This design comes from an exercise in tuning for a short achievable clock period on the open sky130 flow, not from production work.
No functional check of the RTL was part of any run shown here.
No activity file was given, so power comes from the tool's default toggle rates.

File: flow/constraint.sdc
create_clock -name core_clock -period 6.4 [get_ports {clk}]
set_input_delay 1.2800 -clock core_clock [delete_from_list [all_inputs] [get_ports {clk}]]
set_output_delay 1.2800 -clock core_clock [all_outputs]
set_load 0.01 [all_outputs]
File: flow/flow/run.sh
#!/bin/bash
# The standard layout, with the ports placed by flow/pins.tcl at the end of floorplan
# and stronger timing-driven net weights in global placement.
set -euo pipefail
here=$(pwd)
bash standard.sh POST_FLOORPLAN_TCL="$here/flow/pins.tcl" \
  GLOBAL_PLACEMENT_ARGS="-timing_driven_net_weight_max 5 -timing_driven_nets_percentage 20" \
  finish > standard.log 2>&1
File: flow/standard.sh
#!/bin/bash
# synth_recipe.tcl (not shown) runs the flow's synth.tcl, then flattens the netlist and writes it again
# the make line also repeats each setting of config.mk as NAME=value (left out here)
make -C /OpenROAD-flow-scripts/flow DESIGN_CONFIG=/design/flow/config.mk WORK_HOME=/design/flow/orfs CLKGATE_MAP_FILE= SYNTH_SCRIPT=/design/flow/synth_recipe.tcl "${@:-finish}"
File: flow/design.v
module bp_inv   (input logic a, output logic y); assign y = ~a; endmodule
module bp_nand2 (input logic a, b, output logic y); assign y = ~(a & b); endmodule
module bp_nand3 (input logic a, b, c, output logic y); assign y = ~(a & b & c); endmodule
module bp_nand4 (input logic a, b, c, d, output logic y); assign y = ~(a & b & c & d); endmodule
module bp_nor2  (input logic a, b, output logic y); assign y = ~(a | b); endmodule
module bp_nor3  (input logic a, b, c, output logic y); assign y = ~(a | b | c); endmodule
module bp_nor4  (input logic a, b, c, d, output logic y); assign y = ~(a | b | c | d); endmodule
module bp_xnor2 (input logic a, b, output logic y); assign y = ~(a ^ b); endmodule
module bp_xor2  (input logic a, b, output logic y); assign y = a ^ b; endmodule
module bp_and2  (input logic a, b, output logic y); assign y = a & b; endmodule
module bp_mux2i (input logic s, a1, a0, output logic y); assign y = ~(s ? a1 : a0); endmodule
module bp_mux4 (input logic [1:0] s, input logic [3:0] d, output logic y); assign y = d[s]; endmodule
module bp_pc4n_hi (
    input  logic [31:2] pc,
    output logic [31:2] yn
);
    logic [6:0]  ng;           
    logic [31:2] np;           
    for (genvar m = 0; m < 7; m++) begin : g_ng
        bp_nand4 u_g (.a(pc[4*m+2]), .b(pc[4*m+3]), .c(pc[4*m+4]), .d(pc[4*m+5]), .y(ng[m]));
    end
    for (genvar b = 2; b < 32; b++) begin : g_b
        localparam int Q = (b - 2) / 4;      
        localparam int R = (b - 2) % 4;      
        localparam int T = Q + (R > 0 ? 1 : 0);
        logic [7:0] tm;                      
        for (genvar m = 0; m < Q; m++) begin : g_t
            assign tm[m] = ng[m];
        end
        if (R == 1) begin : g_p1
            bp_inv   u_p (.a(pc[b-1]), .y(np[b]));
        end else if (R == 2) begin : g_p2
            bp_nand2 u_p (.a(pc[b-2]), .b(pc[b-1]), .y(np[b]));
        end else if (R == 3) begin : g_p3
            bp_nand3 u_p (.a(pc[b-3]), .b(pc[b-2]), .c(pc[b-1]), .y(np[b]));
        end else begin : g_p0
            assign np[b] = 1'b1;
        end
        if (R > 0) begin : g_tp
            assign tm[Q] = np[b];
        end
        for (genvar m = T; m < 8; m++) begin : g_tz
            assign tm[m] = 1'b0;
        end
        if (T == 0) begin : g_c0             
            assign yn[b] = pc[b];
        end else if (T <= 4) begin : g_c1    
            logic cy;
            if (T == 1) begin : g_1
                bp_inv  u_c (.a(tm[0]), .y(cy));
            end else if (T == 2) begin : g_2
                bp_nor2 u_c (.a(tm[0]), .b(tm[1]), .y(cy));
            end else if (T == 3) begin : g_3
                bp_nor3 u_c (.a(tm[0]), .b(tm[1]), .c(tm[2]), .y(cy));
            end else begin : g_4
                bp_nor4 u_c (.a(tm[0]), .b(tm[1]), .c(tm[2]), .d(tm[3]), .y(cy));
            end
            bp_xnor2 u_y (.a(pc[b]), .b(cy), .y(yn[b]));
        end else begin : g_c2                
            logic c0, c1, cyn;
            bp_nor4 u_c0 (.a(tm[0]), .b(tm[1]), .c(tm[2]), .d(tm[3]), .y(c0));
            if (T == 5) begin : g_5
                bp_inv  u_c1 (.a(tm[4]), .y(c1));
            end else if (T == 6) begin : g_6
                bp_nor2 u_c1 (.a(tm[4]), .b(tm[5]), .y(c1));
            end else if (T == 7) begin : g_7
                bp_nor3 u_c1 (.a(tm[4]), .b(tm[5]), .c(tm[6]), .y(c1));
            end else begin : g_8
                bp_nor4 u_c1 (.a(tm[4]), .b(tm[5]), .c(tm[6]), .d(tm[7]), .y(c1));
            end
            bp_nand2 u_cn (.a(c0), .b(c1), .y(cyn));
            bp_xor2  u_y  (.a(pc[b]), .b(cyn), .y(yn[b]));
        end
    end
endmodule
module bp_entry #(
    parameter logic [3:0] IDX = 4'd0
) (
    input  logic [25:0] a,       
    input  logic [3:0]  ip,      
    input  logic [3:0]  inn,     
    input  logic [25:0] t,       
    input  logic        c,       
    input  logic        v,       
    output logic        tkn,
    output logic        hitn
);
    logic [25:0] x;
    logic [3:0]  l;
    logic [6:0]  g;
    logic        gc, gv;
    logic [2:0]  p;
    logic        pc, pv;
    for (genvar j = 0; j < 26; j++) begin : g_x
        bp_xnor2 u_x (.a(a[j]), .b(t[j]), .y(x[j]));
    end
    for (genvar k = 0; k < 4; k++) begin : g_l
        assign l[k] = IDX[k] ? ip[k] : inn[k];
    end
    for (genvar m = 0; m < 6; m++) begin : g_g
        bp_nand4 u_g (.a(x[4*m]), .b(x[4*m+1]), .c(x[4*m+2]), .d(x[4*m+3]), .y(g[m]));
    end
    bp_nand4 u_g6 (.a(x[24]), .b(x[25]), .c(l[0]), .d(l[1]), .y(g[6]));
    bp_nand3 u_gc (.a(l[2]), .b(l[3]), .c(c), .y(gc));
    bp_nand3 u_gv (.a(l[2]), .b(l[3]), .c(v), .y(gv));
    for (genvar m = 0; m < 3; m++) begin : g_p
        bp_nor2 u_p (.a(g[2*m]), .b(g[2*m+1]), .y(p[m]));
    end
    bp_nor2  u_pc  (.a(g[6]), .b(gc), .y(pc));
    bp_nor2  u_pv  (.a(g[6]), .b(gv), .y(pv));
    bp_nand4 u_tk  (.a(p[0]), .b(p[1]), .c(p[2]), .d(pc), .y(tkn));
    bp_nand4 u_hit (.a(p[0]), .b(p[1]), .c(p[2]), .d(pv), .y(hitn));
endmodule
module bp_any16 (
    input  logic [15:0] xn,
    output logic        any
);
    logic [3:0] q;
    logic [1:0] r;
    for (genvar m = 0; m < 4; m++) begin : g_q
        bp_nand4 u_q (.a(xn[4*m]), .b(xn[4*m+1]), .c(xn[4*m+2]), .d(xn[4*m+3]), .y(q[m]));
    end
    bp_nor2  u_r0 (.a(q[0]), .b(q[1]), .y(r[0]));
    bp_nor2  u_r1 (.a(q[2]), .b(q[3]), .y(r[1]));
    bp_nand2 u_a  (.a(r[0]), .b(r[1]), .y(any));
endmodule
module bp_any16x #(
    parameter int N = 2
) (
    input  logic [15:0]  xn,
    output logic [N-1:0] any
);
    logic [3:0] q;
    for (genvar m = 0; m < 4; m++) begin : g_q
        bp_nand4 u_q (.a(xn[4*m]), .b(xn[4*m+1]), .c(xn[4*m+2]), .d(xn[4*m+3]), .y(q[m]));
    end
    for (genvar h = 0; h < N; h++) begin : g_h
        logic [1:0] r;
        bp_nor2  u_r0 (.a(q[0]), .b(q[1]), .y(r[0]));
        bp_nor2  u_r1 (.a(q[2]), .b(q[3]), .y(r[1]));
        bp_nand2 u_a  (.a(r[0]), .b(r[1]), .y(any[h]));
    end
endmodule
module branch_predictor #(
    parameter int ENTRIES = 16,
    parameter int IDX_W   = 4,
    parameter int TAG_W   = 26
) (
    input  logic        clk,
    input  logic        rst_n,
    input  logic [31:0] if_pc,
    output logic        pred_hit,
    output logic        pred_taken,
    output logic [31:0] pred_target,
    input  logic        ex_valid,
    input  logic        ex_is_branch,
    input  logic [31:0] ex_pc,
    input  logic        ex_taken,
    input  logic [31:0] ex_target,
    input  logic        ex_pred_taken,
    input  logic [31:0] ex_pred_target,
    output logic        mispredict,
    output logic [31:0] redirect_pc,
    output logic [31:0] branch_cnt,
    output logic [31:0] mispred_cnt
);
    logic [ENTRIES-1:0] valid_q;
    logic [ENTRIES-1:0] ctr_hi_q;
    logic [ENTRIES-1:0] ctr_lo_q;
    logic [TAG_W-1:0]   tag_q [ENTRIES];
    logic [31:0]        tgt_q [ENTRIES];
    logic [IDX_W-1:0] ex_idx;
    logic [TAG_W-1:0] ex_tag;
    logic             upd;
    assign ex_idx = ex_pc[IDX_W+1:2];
    assign ex_tag = ex_pc[31:IDX_W+2];
    logic [3:0]  if_in;
    logic [15:0] tkn_v, hitn_v;
    for (genvar k = 0; k < 4; k++) begin : g_ii
        bp_inv u_i (.a(if_pc[2+k]), .y(if_in[k]));
    end
    for (genvar i = 0; i < ENTRIES; i++) begin : g_if
        bp_entry #(.IDX(IDX_W'(i))) u_e (
            .a(if_pc[31:6]), .ip(if_pc[5:2]), .inn(if_in), .t(tag_q[i]),
            .c(ctr_hi_q[i]), .v(valid_q[i]), .tkn(tkn_v[i]), .hitn(hitn_v[i])
        );
    end
    logic [31:0] tgt_idx, tgt_idx_n;
    for (genvar b = 0; b < 32; b++) begin : g_ts
        logic [3:0] m;
        for (genvar n = 0; n < 4; n++) begin : g_m
            bp_mux4 u_m (.s(if_pc[3:2]),
                         .d({tgt_q[4*n+3][b], tgt_q[4*n+2][b], tgt_q[4*n+1][b], tgt_q[4*n][b]}),
                         .y(m[n]));
        end
        bp_mux4 u_m2 (.s(if_pc[5:4]), .d(m), .y(tgt_idx[b]));
        bp_inv  u_n  (.a(tgt_idx[b]), .y(tgt_idx_n[b]));
    end
    logic [31:0] if_pc4_n;
    bp_pc4n_hi u_ifp4 (.pc(if_pc[31:2]), .yn(if_pc4_n[31:2]));
    bp_inv u_ip0 (.a(if_pc[0]), .y(if_pc4_n[0]));
    bp_inv u_ip1 (.a(if_pc[1]), .y(if_pc4_n[1]));
    logic [7:0] tk;
    bp_any16x #(.N(3)) u_tk0 (.xn(tkn_v), .any({pred_taken, tk[1:0]}));
    for (genvar k = 1; k < 4; k++) begin : g_tk
        bp_any16x #(.N(2)) u_a (.xn(tkn_v), .any(tk[2*k+1:2*k]));
    end
    bp_any16 u_ph (.xn(hitn_v), .any(pred_hit));
    for (genvar b = 0; b < 32; b++) begin : g_pt
        bp_mux2i u_mx (.s(tk[b/4]), .a1(tgt_idx_n[b]), .a0(if_pc4_n[b]), .y(pred_target[b]));
    end
    logic [31:0] ne_x;
    logic [7:0]  ne_f;      
    logic [1:0]  ne_k;      
    logic        tk_ne, ad_n, at, mp_a, mp_b;
    assign upd = ex_valid && ex_is_branch;
    for (genvar b = 0; b < 32; b++) begin : g_nx
        bp_xor2 u_x (.a(ex_pred_target[b]), .b(ex_target[b]), .y(ne_x[b]));
    end
    for (genvar m = 0; m < 8; m++) begin : g_nf
        bp_nor4 u_f (.a(ne_x[4*m]), .b(ne_x[4*m+1]), .c(ne_x[4*m+2]), .d(ne_x[4*m+3]), .y(ne_f[m]));
    end
    for (genvar n = 0; n < 2; n++) begin : g_nk
        bp_nand4 u_k (.a(ne_f[4*n]), .b(ne_f[4*n+1]), .c(ne_f[4*n+2]), .d(ne_f[4*n+3]), .y(ne_k[n]));
    end
    bp_xor2  u_tkx (.a(ex_taken), .b(ex_pred_taken), .y(tk_ne));
    bp_nand4 u_ad  (.a(rst_n), .b(ex_valid), .c(ex_is_branch), .d(tk_ne), .y(ad_n));
    assign at = rst_n && upd && ex_taken;
    bp_nand2 u_ma (.a(at), .b(ne_k[0]), .y(mp_a));
    bp_nand2 u_mb (.a(at), .b(ne_k[1]), .y(mp_b));
    bp_nand3 u_mp (.a(ad_n), .b(mp_a), .c(mp_b), .y(mispredict));
    logic        rsel;
    logic [31:0] ex_pc4_n;
    bp_and2  u_rsel (.a(rst_n), .b(ex_taken), .y(rsel));
    bp_pc4n_hi u_exp4 (.pc(ex_pc[31:2]), .yn(ex_pc4_n[31:2]));
    bp_inv u_ep0 (.a(ex_pc[0]), .y(ex_pc4_n[0]));
    bp_inv u_ep1 (.a(ex_pc[1]), .y(ex_pc4_n[1]));
    for (genvar b = 0; b < 32; b++) begin : g_rpc
        logic tn;
        bp_inv u_tn (.a(ex_target[b]), .y(tn));
        bp_mux2i u_mx (.s(rsel), .a1(tn), .a0(ex_pc4_n[b]), .y(redirect_pc[b]));
    end
    logic [ENTRIES-1:0] ex_sel;
    logic [ENTRIES-1:0] ex_eq;
    always_comb begin
        for (int i = 0; i < ENTRIES; i++) begin
            ex_sel[i] = (ex_idx == IDX_W'(i));
            ex_eq[i]  = (tag_q[i] == ex_tag);
        end
    end
    always_ff @(posedge clk or negedge rst_n) begin
        if (!rst_n) begin
            valid_q     <= '0;
            ctr_hi_q    <= '0;
            ctr_lo_q    <= '1;
            branch_cnt  <= '0;
            mispred_cnt <= '0;
        end else begin
            if (upd && branch_cnt != 32'hFFFF_FFFF) begin
                branch_cnt <= branch_cnt + 32'd1;
            end
            if (mispredict && mispred_cnt != 32'hFFFF_FFFF) begin
                mispred_cnt <= mispred_cnt + 32'd1;
            end
            for (int i = 0; i < ENTRIES; i++) begin
                if (upd && ex_sel[i]) begin
                    if (valid_q[i] && ex_eq[i]) begin
                        if (ex_taken && {ctr_hi_q[i], ctr_lo_q[i]} != 2'b11) begin
                            {ctr_hi_q[i], ctr_lo_q[i]} <= {ctr_hi_q[i], ctr_lo_q[i]} + 2'd1;
                        end else if (!ex_taken && {ctr_hi_q[i], ctr_lo_q[i]} != 2'b00) begin
                            {ctr_hi_q[i], ctr_lo_q[i]} <= {ctr_hi_q[i], ctr_lo_q[i]} - 2'd1;
                        end
                    end else if (ex_taken) begin
                        valid_q[i]  <= 1'b1;
                        ctr_hi_q[i] <= 1'b1;
                        ctr_lo_q[i] <= 1'b0;
                    end
                end
            end
        end
    end
    always_ff @(posedge clk) begin
        for (int i = 0; i < ENTRIES; i++) begin
            if (rst_n && upd && ex_taken && ex_sel[i]) begin
                tag_q[i] <= ex_tag;
                tgt_q[i] <= ex_target;
            end
        end
    end
endmodule
File: flow/flow/pins.tcl
# Pin placement, sourced at the end of floorplan: the prediction ports (if_pc, pred_*) are
# interleaved bit by bit in the middle of the left edge, and the resolution ports (ex_*,
# redirect_pc, mispredict) bit by bit along the bottom edge, so the combinational paths
# between them stay short. The counter outputs are left to place_pins.
set die [ord::get_die_area]
set W [lindex $die 2]
set H [lindex $die 3]
# left edge: met3 tracks at 0.34 + 0.68 k, two tracks apart
set names {}
for {set k 0} {$k < 32} {incr k} {
  lappend names "if_pc\[$k\]" "pred_target\[$k\]"
  if {$k == 15} { lappend names pred_hit pred_taken }
}
set n [llength $names]
set y0 [expr {$H / 2.0 - $n * 1.36 / 2.0}]
set k0 [expr {int(($y0 - 0.34) / 0.68)}]
set i 0
foreach p $names {
  set y [expr {0.34 + 0.68 * ($k0 + 2 * $i)}]
  place_pin -pin_name $p -layer met3 -location [list 0.4 $y] -force_to_die_boundary
  incr i
}
# clock below them on the left edge
place_pin -pin_name clk -layer met3 -location [list 0.4 [expr {0.34 + 0.68 * ($k0 - 20)}]] -force_to_die_boundary
# bottom edge: met2 tracks at 0.23 + 0.46 k, two tracks apart
set names {}
for {set k 0} {$k < 32} {incr k} {
  lappend names "ex_target\[$k\]" "ex_pred_target\[$k\]" "redirect_pc\[$k\]" "ex_pc\[$k\]"
  if {$k == 15} { lappend names rst_n ex_valid ex_is_branch mispredict ex_taken ex_pred_taken }
}
set x0 60.0
set k0 [expr {int(($x0 - 0.23) / 0.46)}]
set i 0
foreach p $names {
  set x [expr {0.23 + 0.46 * ($k0 + 2 * $i)}]
  place_pin -pin_name $p -layer met2 -location [list $x 0.242] -force_to_die_boundary
  incr i
}
File: flow/config.mk
export PLATFORM = sky130hd
export DESIGN_NAME = branch_predictor
export DESIGN_NICKNAME = branch_predictor
export VERILOG_FILES = /design/flow/design.v
export SDC_FILE = /design/flow/constraint.sdc
export NUM_CORES = 4
export LEC_CHECK = 0
export ABC_CLOCK_PERIOD_IN_PS = 1000
export CAP_MARGIN = 20
export CORE_MARGIN = 2
export CORE_UTILIZATION = 55
export SETUP_SLACK_MARGIN = 2.5
export SLEW_MARGIN = 20
export SYNTH_HIERARCHICAL = 1
export SYNTH_MINIMUM_KEEP_SIZE = 0
==> flow_summary.json, run 1 <==
{
  "crit_slowest_cell": "mux4_2",
  "die_area_mm2": 0.0971,
  "ys_warn_count": 11,
  "coreArea_mm2": 0.0936,
  "grt_pass1_vias": 36600,
  "fin_tns_setup_ns": 0,
  "cts_buffers": 108,
  "utilization_pct": 69.1,
  "start_util_pct": 55.6,
  "dieHeight_um": 312,
  "drtAntennaViolNets": 0,
  "cp_top_family": "multiplexers",
  "setup_viol": 0,
  "first_pass_iters": 7,
  "rsz0062_at_grt": "yes",
  "nets": 4378,
  "synth_ff_type": "edfxtp_1",
  "fin_skew_ns": 0.0387,
  "num_vias": 36700,
  "grt_use_total_pct": 39.0,
  "async_reset_ff_share_pct": 10.8,
  "reg2reg_to": "ctr_lo_q[7]",
  "die_w_um": 312,
  "arrival_ns": 3.49,
  "ys_types": 80,
  "clk_pin_slew_worst_paths_ns": 0.06,
  "viasPerCell": 6.59,
  "r2r_slack_ns": 3.90,
  "grt.overflow.total": 0,
  "hpwl_mm": 116,
  "grt.busiest_layer": "met2",
  "critPathMaxStageDelay_ns": 0.54,
  "cp_common_cell": "buf_16",
  "path_cells": "buf_16 > buf_16 > buf_12 > buf_16 > mux4_2 > mux4_2 > clkinvlp_4 > mux2i_1 > buf_2",
  "worst_pin_slew_ns": 1.22,
  "n_fill_cell": 6468,
  "synthToLayoutAreaGrowth_pct": 24.4,
  "drcViolationCount": 0,
  "rows": 112,
  "synth_edf_count": 928,
  "hold_viol": 0,
  "ys_seq_elements": 1040,
  "final_max_slew_viol_count": 0,
  "layout_min_cycle_time_ns": 4.77,
  "fmax_ghz": 0.210,
  "place.gp.congestion": 0.983,
  "rr_worst_depth": 5,
  "timing.final.ws_setup_ns": 1.63,
  "finalCritPeriodShare_pct": 74.5,
  "hold_ws_ns": 0.436,
  "cts.sinks": 1040,
  "drt_iter0_markers": 5235,
  "critPathRequiredTime_ns": 5.12,
  "hold_path.class": "input port to async pin",
  "grt_antenna_before_repair": 7,
  "cts.path.max_buffers": 3,
  "cp_max_fo": 7,
  "crit_buf_inv": 6,
  "pre_cts_ws_ns": 0.681,
  "drt_wl_total_mm": 191,
  "end_kind": "primary output",
  "slew_headroom_pct": 17.9,
  "drv_cap": 0,
  "synthCells": 3587,
  "start_kind": "input port",
  "io_buffer_count": 264,
  "cts_tree": "yes",
  "grt_max_degree": 65,
  "grtUsageMet2_pct": 58.6,
  "avgSynthCellArea_um2": 14.5,
  "peakVddDrop_mv": 0.330,
  "leakage_nw": 21.8,
  "syn_area_mm2": 0.0520,
  "seq_area_frac_synth_pct": 59.0,
  "layout-drive-gt1-share_pct": 24.7,
  "htree_levels": 3,
  "worstSetupPathType": "input port to primary output",
  "grtUsageMet3_pct": 13.1,
  "use_met1_pct": 51.4,
  "wl_per_cell_um": 34.4,
  "num_io_pins": 64,
  "r2r_start": "tag_q[7][17]",
  "outcome": "timing/DRC/antenna clean",
  "clk_latency_ns": 0.73,
  "syn-num-nets": 3755,
  "clockRootBuffer": "clkbuf_16",
  "grt_pass1_wl_mm": 267,
  "cellPowerDensity_mw_per_mm2": 248
}
==> report_power, final <==
part	switching, mW	internal, mW	total (mW)	leakage, nW
clock	2.74	3.85	6.59	1.80
combinational	1.08	0.814	1.89	10.2
sequential	0.123	7.47	7.60	9.80
total	3.94	12.1	16.1	21.8
==> metrics by stage <==
step | power, mW | instance area, um^2 | std cells
after floorplan | 8.41 | 52100 | 3587
after global placement | 9.25 | 56800 | 5151
after detailed placement | 9.28 | 56800 | 5151
after CTS | 16.0 | 64300 | 5532
after global routing | 16.4 | 64700 | 5557
final | 16.1 | 64700 | 5559
==> sequential cells by signal (all words and copies together) (netlist names) <==
register	cells
ctr_hi_q	16
tgt_q	512
valid_q	16
branch_cnt	32
mispred_cnt	32
tag_q	416
ctr_lo_q	16
==> area by class of cell <==
| type | count | area (um^2) | share of cell area, % |
|---|---|---|---|
| inverters | 156 | 657 | 1.01 |
| well taps | 1254 | 1570 | 2.42 |
| repair buffers | 594 | 7290 | 11.3 |
| flip-flops and latches | 1040 | 30700 | 47.4 |
| clock inverters | 65 | 766 | 1.18 |
| clock buffers | 138 | 2940 | 4.54 |
| diodes | 2 | 5.00 | 0.00773 |
| multi-input cells | 2310 | 20800 | 32.2 |
==> per-layer routing <==
layer  vias to the layer above  wire, um
met5                         -        11
met4                         2      9960
met3                       528     26300
met2                      2599     85300
met1                     18700     69800
li1                      14900         -
==> timing repair <==
| action | 4_1_cts | 5_1_grt |
|---|---|---|
| setup endpoints to repair | 81 | 60 |
| setup buffers | 126 | 21 |
| pin swaps | 130 | 47 |
| gates cloned | 52 | 3 |
| hold buffers | 0 | 0 |
| resized for setup | 871 | 113 |
==> cells in the final DEF, fill, tap and decap left out, types with 65 or more instances in the layout <==
| cell type | synthesis | final |
|---|---|---|
| buf_6 | 45 | 71 |
| edfxtp_1 | 928 | 928 |
| buf_4 | 8 | 159 |
| nand3_1 | 112 | 111 |
| xnor2_1 | 875 | 841 |
| mux2i_1 | 65 | 65 |
| nor2_1 | 184 | 137 |
| mux4_2 | 160 | 160 |
| inv_1 | 155 | 122 |
| clkdlybuf4s50_1 | 0 | 72 |
| nand2_1 | 101 | 90 |
| buf_2 | 11 | 71 |
| dfrtp_1 | 96 | 96 |
| clkbuf_16 | 0 | 113 |
| buf_12 | 0 | 78 |
| nand4_1 | 306 | 306 |
| xor2_1 | 100 | 98 |
==> worst register-to-register path: stages, from the launching register on <==
cell      delay [ns]
edfxtp_1        0.43
xnor2_1         0.22
nand4_1         0.14
nor4_2          1.05
a311oi_1        0.25
a221o_1         0.32
==> per-module statistics from Yosys (local to each module, per instance), a selection <==
module	cell area [um^2]	cells inside	flops+latches	copies in the design
bp_and2	6.26	1	0	1
bp_inv	3.75	1	0	104
bp_mux2i	10.0	1	0	64
bp_mux4	22.5	1	0	160
bp_nand2	3.75	1	0	52
bp_nand4	6.26	1	0	181
bp_nor2	3.75	1	0	116
bp_nor4	12.5	1	0	44
bp_xor2	8.76	1	0	59
branch_predictor	40200	2293	1040	1
==> worst max-delay path by stage <==
| stage | from | to | slack, ns | cells after the start |
|---|---|---|---|---|
| after detailed placement | if_pc[21] | pred_target[2] | 0.68 | 11 |
| after global routing | if_pc[2] | pred_target[2] | 1.60 | 14 |
| after floorplan | if_pc[4] | pred_target[19] | 2.02 | 5 |
| after CTS | if_pc[2] | pred_target[20] | 1.69 | 8 |
| after global placement | if_pc[21] | pred_target[3] | 0.69 | 11 |
| final | if_pc[2] | pred_target[23] | 1.63 | 9 |
==> cell usage after synthesis (5+ instances only) <==
cell | instances | share of area (%)
edfxtp_1 | 928 | 54
a221o_1 | 15 | 0.29
nor4_2 | 54 | 1.3
nor3_1 | 29 | 0.28
mux2i_1 | 65 | 1.3
buf_2 | 11 | 0.11
xnor2_1 | 875 | 15
and2_1 | 8 | 0.096
and4_1 | 16 | 0.27
o2111ai_1 | 5 | 0.084
ha_1 | 34 | 0.82
a31oi_1 | 6 | 0.072
a21o_1 | 14 | 0.20
o2111a_1 | 6 | 0.13
clkbuf_1 | 15 | 0.11
mux4_2 | 160 | 6.9
nor4_1 | 27 | 0.32
inv_1 | 155 | 1.1
dfrtp_1 | 96 | 4.6
xnor2_2 | 8 | 0.25
nor2_1 | 184 | 1.3
buf_4 | 8 | 0.12
nand4_1 | 306 | 3.7
nand3_1 | 112 | 1.1
and3_1 | 25 | 0.30
nor3_2 | 18 | 0.35
buf_6 | 45 | 0.97
dfstp_2 | 16 | 0.81
a211oi_1 | 27 | 0.39
xor2_1 | 100 | 1.7
o221ai_1 | 7 | 0.12
o211ai_1 | 7 | 0.10
a311o_1 | 12 | 0.23
a21oi_1 | 9 | 0.087
nand2_1 | 101 | 0.73
o21ai_0 | 5 | 0.048
==> cell families after synthesis <==
| family | after synthesis | share of synthesized area, % |
|---|---|---|
| xor+xnor | 983 | 16.7 |
| mux | 227 | 8.22 |
| flops | 1040 | 59.0 |
| simple gates | 918 | 10.4 |
| compound gates | 147 | 2.44 |
| buf+inv | 238 | 2.45 |
| fa+ha+maj | 34 | 0.817 |
==> run 2: changes to the inputs <==
--- a/flow/flow/run.sh
+++ b/flow/flow/run.sh
@@ -5,4 +5,4 @@
 here=$(pwd)
 bash standard.sh POST_FLOORPLAN_TCL="$here/flow/pins.tcl" \
-  GLOBAL_PLACEMENT_ARGS="-timing_driven_net_weight_max 5 -timing_driven_nets_percentage 20" \
+  GLOBAL_PLACEMENT_ARGS="-timing_driven_net_weight_max 10 -timing_driven_nets_percentage 30" \
   finish > standard.log 2>&1
--- a/flow/config.mk
+++ b/flow/config.mk
@@ -9,5 +9,5 @@
 export CAP_MARGIN = 20
 export CORE_MARGIN = 2
-export CORE_UTILIZATION = 55
+export CORE_UTILIZATION = 40
 export SETUP_SLACK_MARGIN = 2.5
 export SLEW_MARGIN = 20
==> run 2 against run 1 <==
Power shrank 1.2%. Combinational power shrank 9%. Die area is 37% higher. Sequential power hardly changed. Global-route usage fell by 9.6 points. Register-to-register slack improved by 0.17 ns. Sequential cell count is the same. Fmax up 2.8%. Sequential share of layout area grew 0.27 points. Routed wire length up 3.9%. Synthesized cell count unchanged. Non-clock buffer count is 33 lower. Largest cell class unchanged.
==> flow_summary.json, run 2 <==
{
  "io_buffer_count": 264,
  "first_pass_iters": 5,
  "p_sw_share_pct": 24.7,
  "hold_path.class": "input port to async pin",
  "grtUsageMet2_pct": 44.4,
  "synthCells": 3587,
  "layout_commonest_cell": "edfxtp_1",
  "pwr-share-clk_pct": 41.2,
  "end_kind": "primary output",
  "wl_per_cell_um": 33.0,
  "arrival_ns": 3.36,
  "grt_antenna_before_repair": 6,
  "power.net_switching_mw": 3.92,
  "cts.sinks": 1040,
  "final_area_mm2": 0.0644,
  "cellPowerDensity_mw_per_mm2": 247,
  "num_vias": 35900,
  "seq_area_frac_synth_pct": 59.0,
  "largest_reg_flops": 512,
  "avgSynthCellArea_um2": 14.5,
  "final_cell_mix": "edfxtp_1 (928), xnor2_1 (849), nand4_1 (306)",
  "p_seq_share_pct": 48.0,
  "cp_max_fo": 5,
  "die_w_um": 365,
  "num_io_pins": 64,
  "pre_cts_ws_ns": 0.852,
  "critPathMaxStageDelay_ns": 0.27,
  "worst_pin_slew_ns": 1.14,
  "use_met1_pct": 40.5,
  "internal_power_mw": 12.0,
  "cts_tree": "yes",
  "reg_top3": "tgt_q (512), tag_q (416)",
  "synth_edf_count": 928,
  "syn-num-nets": 3755,
  "grtUsageMet3_pct": 8.94,
  "rows": 132,
  "dieHeight_um": 365,
  "slew_headroom_pct": 23.2,
  "peakVddDrop_mv": 0.265,
  "grt.busiest_layer": "met2",
  "ys_warn_count": 11,
  "hold_viol": 0,
  "coreArea_mm2": 0.129,
  "placed_cell_area_mm2": 0.0572,
  "final_max_slew_viol_count": 0,
  "synth_ff_type": "edfxtp_1",
  "grt_pass1_wl_mm": 274,
  "clk_latency_ns": 0.74,
  "start_util_pct": 40.2,
  "path_cells": "buf_16 > buf_8 > xnor2_2 > nand4_1 > nor2_2 > nand4_1 > nand4_1 > nor2_1 > nand2_2 > buf_6 > mux2i_2 > buf_2",
  "cp_common_cell": "nand4_1",
  "critPathRequiredTime_ns": 5.12,
  "clk_pin_slew_worst_paths_ns": 0.06,
  "ys_types": 80,
  "drtAntennaViolNets": 0,
  "drv_cap": 0,
  "drcViolationCount": 0,
  "fin_skew_ns": 0.0472,
  "htree_levels": 3,
  "synthTopCellsByCount": "edfxtp_1 (928), xnor2_1 (875), nand4_1 (306), nor2_1 (184), mux4_2 (160)",
  "nets": 4347,
  "hpwl_mm": 132,
  "grt_pass1_vias": 34200,
  "setup_viol": 0,
  "yosysMostFrequentCell": "edfxtp_1",
  "async_reset_ff_share_pct": 10.8,
  "share_comb_of_total_power_pct": 10.8,
  "viasPerCell": 5.96,
  "synth_top_cell_by_area": "edfxtp_1",
  "leakage_nw": 21.4,
  "die_area_mm2": 0.133,
  "cts.path.max_buffers": 3,
  "ys_seq_elements": 1040,
  "start_kind": "input port",
  "layout_min_cycle_time_ns": 4.64,
  "drt_wl_total_mm": 199,
  "place.gp.congestion": 0.937,
  "fin_tns_setup_ns": 0,
  "grt_use_total_pct": 29.4,
  "grt_max_degree": 59,
  "fmax_ghz": 0.216,
  "top_register": "tgt_q",
  "timing.final.ws_setup_ns": 1.76,
  "layout-drive-gt1-share_pct": 23.8,
  "netlist.area_leader.share_pct": 53.5,
  "finalCritPeriodShare_pct": 72.5,
  "syn_area_mm2": 0.0520,
  "grt.overflow.total": 0,
  "drt_iter0_markers": 5131,
  "worstSetupPathType": "input port to primary output",
  "rsz0062_at_grt": "yes",
  "crit_slowest_cell": "nand4_1",
  "synth_area_leaders": "edfxtp_1 (54%), xnor2_1 (15%), mux4_2 (6.9%), dfrtp_1 (4.6%), nand4_1 (3.7%)",
  "synthToLayoutAreaGrowth_pct": 23.7,
  "clockRootBuffer": "clkbuf_16",
  "cts_buffers": 110,
  "outcome": "timing/DRC/antenna clean"
}
[run 2: cells by family after synthesis]
logic type,Yosys count,synth area share [%]
DFF,1040,59.0
xor gates and xnor gates,983,16.7
and+or+nand+nor,918,10.4
buffers and inverters,238,2.45
muxes,227,8.22
AOI/OAI and AO/OA,147,2.44
adders and majority gates,34,0.817
[run 2: area by class of cell]
cell class              count  area (um^2)
flip-flops and latches   1040        30700
fillers                 10900        65000
clock buffers             139         2930
repair buffers            561         6320
clock inverters            68          737
multi-input cells        2310        20900
well taps                1742         2180
inverters                 156          626
diodes                      3         7.51
[run 2: power by group through the flow]
stage	Clock (mW)	Combinational [mW]	Sequential (mW)
finish	6.54	1.72	7.62
global route	6.87	1.80	7.63
CTS	6.62	1.63	7.61
detailed placement	0	1.49	7.75
global placement	0	1.48	7.76
floorplan	0	0.717	7.69
[run 2: Yosys stat by module, one instance, submodules excluded, a selection]
| module | flops+latches | area [um^2] | cells |
|---|---|---|---|
| bp_pc4n_hi | 0 | 7.51 | 1 |
| bp_nand2 | 0 | 3.75 | 1 |
| bp_mux2i | 0 | 10.0 | 1 |
| bp_nor3 | 0 | 10.0 | 1 |
| bp_nor2 | 0 | 3.75 | 1 |
| bp_nor4 | 0 | 12.5 | 1 |
| bp_xnor2 | 0 | 8.76 | 1 |
| bp_inv | 0 | 3.75 | 1 |
| bp_and2 | 0 | 6.26 | 1 |
| bp_xor2 | 0 | 8.76 | 1 |
| branch_predictor | 1040 | 40200 | 2293 |
| bp_mux4 | 0 | 22.5 | 1 |
| bp_nand3 | 0 | 5.00 | 1 |
| bp_nand4 | 0 | 6.26 | 1 |
[run 2: critical path, delay by kind of cell]
| family | cells | cell delay (ns) |
|---|---|---|
| xor+xnor | 1 | 0.13 |
| buf+inv | 4 | 0.57 |
| simple gates | 6 | 1.14 |
| mux | 1 | 0.21 |
[run 2: metrics by stage]
step | total power [mW] | hold WS, ns | std cells | util [%]
floorplan | 8.41 | 0.449 | 3587 | -
global placement | 9.24 | 0.479 | 5629 | 44.2
detailed placement | 9.24 | 0.487 | 5629 | 44.2
CTS | 15.9 | 0.325 | 5959 | 48.8
global route | 16.3 | 0.354 | 6017 | 49.8
finish | 15.9 | 0.376 | 6019 | 49.8
[run 2: metal layers]
metal	wire length, um	vias to the layer above	share of wire, %
met4	7330	6	3.7
met2	88200	2311	44
met3	25000	353	13
met5	36	-	0.018
li1	-	14800	-
met1	78400	18500	39
[run 2: path summary, 6_finish.rpt]
kind	slack, ns	from	to	cells after the start
min in group core_clock	0.49	mispred_cnt[12]	mispred_cnt[12]	1
max in group asynchronous	4.58	rst_n	branch_cnt[27]	3
worst max register to register	4.07	tag_q[13][23]	ctr_hi_q[13]	5
worst max-delay path	1.76	if_pc[11]	pred_target[7]	12
worst min register to register	0.49	mispred_cnt[12]	mispred_cnt[12]	1
worst min-delay path	0.38	rst_n	ctr_hi_q[11]	1
[run 2: repair_timing]
item / in CTS / in global routing
endpoints found under the setup margin: 74 / 70
pin swaps: 99 / 98
gates cloned: 23 / 6
gates resized for setup: 796 / 168
hold buffers: 0 / 0
setup buffers: 100 / 51
==> run 3: changes to the inputs <==
==> flow/flow/run.sh (replaced) <==
#!/bin/bash
# The standard layout, with the ports placed by flow/pins.tcl at the end of floorplan.
set -euo pipefail
here=$(pwd)
bash standard.sh POST_FLOORPLAN_TCL="$here/flow/pins.tcl" finish > standard.log 2>&1
==> run 3 against run 2 <==
Still clean. Clock power is 3.5% higher. Design area decreased by 0.69%. Setup slack got worse by 0.16 ns. Sequential cell count unchanged. Critical path type unchanged. Critical endpoint is now pred_target[17]. Highest routed layer is now met4.
==> flow_summary.json, run 3 <==
{
  "hold_path.class": "input port to async pin",
  "grtUsageMet2_pct": 41.0,
  "yosysMostFrequentCell": "edfxtp_1",
  "syn-num-nets": 3755,
  "synth-xor-area-share_pct": 16.7,
  "grt.busiest_layer": "met2",
  "use_met1_pct": 36.8,
  "fin_skew_ns": 0.0505,
  "rows": 132,
  "dieHeight_um": 365,
  "clk_latency_ns": 0.75,
  "r2r_slack_ns": 4.09,
  "reg_top3": "tgt_q (512), tag_q (416)",
  "ys_seq_elements": 1040,
  "cts.path.max_buffers": 3,
  "start_kind": "input port",
  "cellPowerDensity_mw_per_mm2": 252,
  "layout_min_cycle_time_ns": 4.80,
  "nets": 4334,
  "clockRootBuffer": "clkbuf_16",
  "timing.final.ws_setup_ns": 1.60,
  "drv_cap": 0,
  "end_kind": "primary output",
  "worstSetupPathType": "input port to primary output",
  "leakage_nw": 21.1,
  "io_buffer_count": 264,
  "cts_tree": "yes",
  "syn_area_mm2": 0.0520,
  "viasPerCell": 5.86,
  "drt_iter0_markers": 4265,
  "synth_area_leaders": "edfxtp_1 (54%), xnor2_1 (15%), mux4_2 (6.9%), dfrtp_1 (4.6%), nand4_1 (3.7%)",
  "grt_pass1_wl_mm": 254,
  "largest_reg_flops": 512,
  "synth_compound_area_share_pct": 2.44,
  "n_fill_cell": 11000,
  "hpwl_mm": 113,
  "synthAdderAreaFrac_pct": 0.817,
  "worst_pin_slew_ns": 1.18,
  "synth_top_cell_by_area": "edfxtp_1",
  "synth_edf_count": 928,
  "hold_viol": 0,
  "die_w_um": 365,
  "peakVddDrop_mv": 0.305,
  "async_reset_ff_share_pct": 10.8,
  "final_max_slew_viol_count": 0,
  "synthToLayoutAreaGrowth_pct": 22.8,
  "start_util_pct": 40.2,
  "die_area_mm2": 0.133,
  "grt_max_degree": 59,
  "finalCritPeriodShare_pct": 75.0,
  "grt_use_total_pct": 26.9,
  "drtAntennaViolNets": 0,
  "drcViolationCount": 0,
  "cts_buffers": 111,
  "slew_headroom_pct": 20.6,
  "ys_types": 80,
  "coreArea_mm2": 0.129,
  "place.gp.congestion": 0.986,
  "synth_ff_type": "edfxtp_1",
  "finalPower_mw": 16.1,
  "hold_buffers": 0,
  "synthCells": 3587,
  "grt.overflow.total": 0,
  "grt_antenna_before_repair": 1,
  "yosys.area_share.simple_pct": 10.4,
  "clk_pin_slew_worst_paths_ns": 0.06,
  "grtUsageMet3_pct": 7.23,
  "pre_cts_ws_ns": 0.814,
  "seq_area_frac_synth_pct": 59.0,
  "synthTopCellsByCount": "edfxtp_1 (928), xnor2_1 (875), nand4_1 (306), nor2_1 (184), mux4_2 (160)",
  "setup_viol": 0,
  "muxShareOfSynthArea_pct": 8.22,
  "grt_pass1_vias": 34300,
  "synth_top_family_by_area": "XOR/XNOR gates",
  "first_pass_iters": 6,
  "outcome": "timing/DRC/antenna clean",
  "fmax_ghz": 0.208,
  "drt_wl_total_mm": 181,
  "cp_max_fo": 5,
  "cts.sinks": 1040,
  "critPathRequiredTime_ns": 5.12,
  "htree_levels": 3,
  "final_cell_mix": "edfxtp_1 (928), xnor2_1 (862), nand4_1 (306)",
  "avgSynthCellArea_um2": 14.5,
  "wl_per_cell_um": 30.1,
  "ys_warn_count": 11,
  "fin_tns_setup_ns": 0,
  "num_vias": 35200,
  "layout-drive-gt1-share_pct": 23.2,
  "layout_commonest_cell": "edfxtp_1",
  "arrival_ns": 3.52,
  "top_register": "tgt_q",
  "rsz0062_at_grt": "yes",
  "num_io_pins": 64,
  "rr_worst_depth": 5,
  "netlist.area_leader.share_pct": 53.5,
  "utilization_pct": 49.4
}
## run 3: repair_timing
item | in CTS | in global routing
endpoints found under the setup margin | 113 | 134
resized for setup | 693 | 110
pin swaps | 95 | 68
buffers inserted | 106 | 22
gates cloned | 24 | 1
## run 3: area by class of cell
| cell class | count | area (um^2) | share of cell area, % |
|---|---|---|---|
| diodes | 2 | 5.00 | 0.00783 |
| clock buffers | 140 | 2940 | 4.60 |
| clock inverters | 69 | 885 | 1.38 |
| inverters | 156 | 653 | 1.02 |
| multi-input cells | 2312 | 20800 | 32.5 |
| flip-flops and latches | 1040 | 30700 | 48.0 |
| well taps | 1742 | 2180 | 3.41 |
| repair buffers | 545 | 5770 | 9.03 |
## run 3: routing by layer
layer,part of all wire [%],routed length [um]
met1,40,72400
met5,0,0
met3,11,20200
met4,4.3,7730
met2,45,80800
## run 3: kinds of logic (layout without fill, tap and decap cells)
| kind of cell | after synthesis | after routing |
|---|---|---|
| AO/OA/AOI/OAI | 147 | 147 |
| adder cells (fa/ha/maj) | 34 | 34 |
| flip-flops | 1040 | 1040 |
| other | 0 | 2 |
| multiplexers | 227 | 227 |
| buffers and inverters | 238 | 910 |
| XOR/XNOR | 983 | 983 |
| AND/OR/NAND/NOR | 918 | 921 |
## run 3: worst paths after layout
kind	from	endpoint
worst max-delay path	if_pc[7]	pred_target[17]
worst min-delay path	rst_n	ctr_hi_q[15]
worst max register to register	tag_q[11][19]	ctr_lo_q[11]
worst min register to register	mispred_cnt[12]	mispred_cnt[12]
max in group asynchronous	rst_n	branch_cnt[10]
min in group core_clock	mispred_cnt[12]	mispred_cnt[12]
## run 3: worst max-delay path, cell delays in order
cell	delay, ns
buf_8	0.11
buf_12	0.15
buf_12	0.14
xnor2_4	0.11
nand4_1	0.19
nor2_2	0.19
nand4_1	0.25
nand4_1	0.28
nor2_2	0.09
nand2_2	0.12
buf_6	0.12
buf_6	0.09
mux2i_4	0.25
buf_6	0.13
## run 3: through the flow
stage               hold slack (ns)  instances  instance area, um^2
floorplan                     0.449       3587                52100
global placement              0.480       5642                57400
detailed placement            0.484       5642                57400
CTS                           0.355       5981                63400
global route                  0.331       6004                63900
finish                        0.374       6006                63900
## run 3: per-module statistics from Yosys, one instance, submodules excluded, a selection
| module | flip-flops and latches | times used | cells inside |
|---|---|---|---|
| bp_nand3 | 0 | 47 | 1 |
| bp_nand2 | 0 | 52 | 1 |
| branch_predictor | 1040 | 1 | 2293 |
| bp_inv | 0 | 104 | 1 |
| bp_nand4 | 0 | 181 | 1 |
| bp_nor4 | 0 | 44 | 1 |
| bp_xnor2 | 0 | 448 | 1 |
| bp_nor2 | 0 | 116 | 1 |
| bp_nor3 | 0 | 16 | 1 |
| bp_pc4n_hi | 0 | 2 | 1 |
| bp_xor2 | 0 | 59 | 1 |
| bp_mux2i | 0 | 64 | 1 |
## run 3: where the power goes
part | internal, mW | switching, mW | total [mW]
logic | 0.718 | 1.02 | 1.74
clock network | 3.92 | 2.85 | 6.77
registers | 7.47 | 0.105 | 7.58

re-timing with driven ports:
The flow's constraints put no driver on any port. The routed layouts listed below were extracted and timed again, unchanged, in two steps.
Step 1 sets driving cells, clkbuf_16 on the clock port and buf_2 on the other inputs (assumed; they add their load-dependent delay and slew).
Step 2 also shifts input and output timing later by t, the mid clock arrival at the registers, as if the neighbouring blocks saw the same clock.
Three values: ideal ports, drivers, drivers and shift; two values: the first two.
run | shift t [ns] | slack for setup (ns) | hold slack, ns | worst setup path at the end | worst register clock-pin slew, ns
run 1 | 0.764 | 1.630 / 1.401 / 1.401 | 0.436 / 0.496 / 0.496 | input to output | 0.07 / 0.07
run 2 | 0.788 | 1.761 / 1.534 / 1.534 | 0.376 / 0.493 / 0.493 | input to output | 0.07 / 0.07
run 3 | 0.794 | 1.597 / 1.406 / 1.406 | 0.374 / 0.368 / 0.493 | input to output | 0.07 / 0.07
After both steps every run listed still meets setup and hold. The setup slack of run 1, which loses most, moves by -0.229 ns with the drivers and by -0.229 ns with both steps.
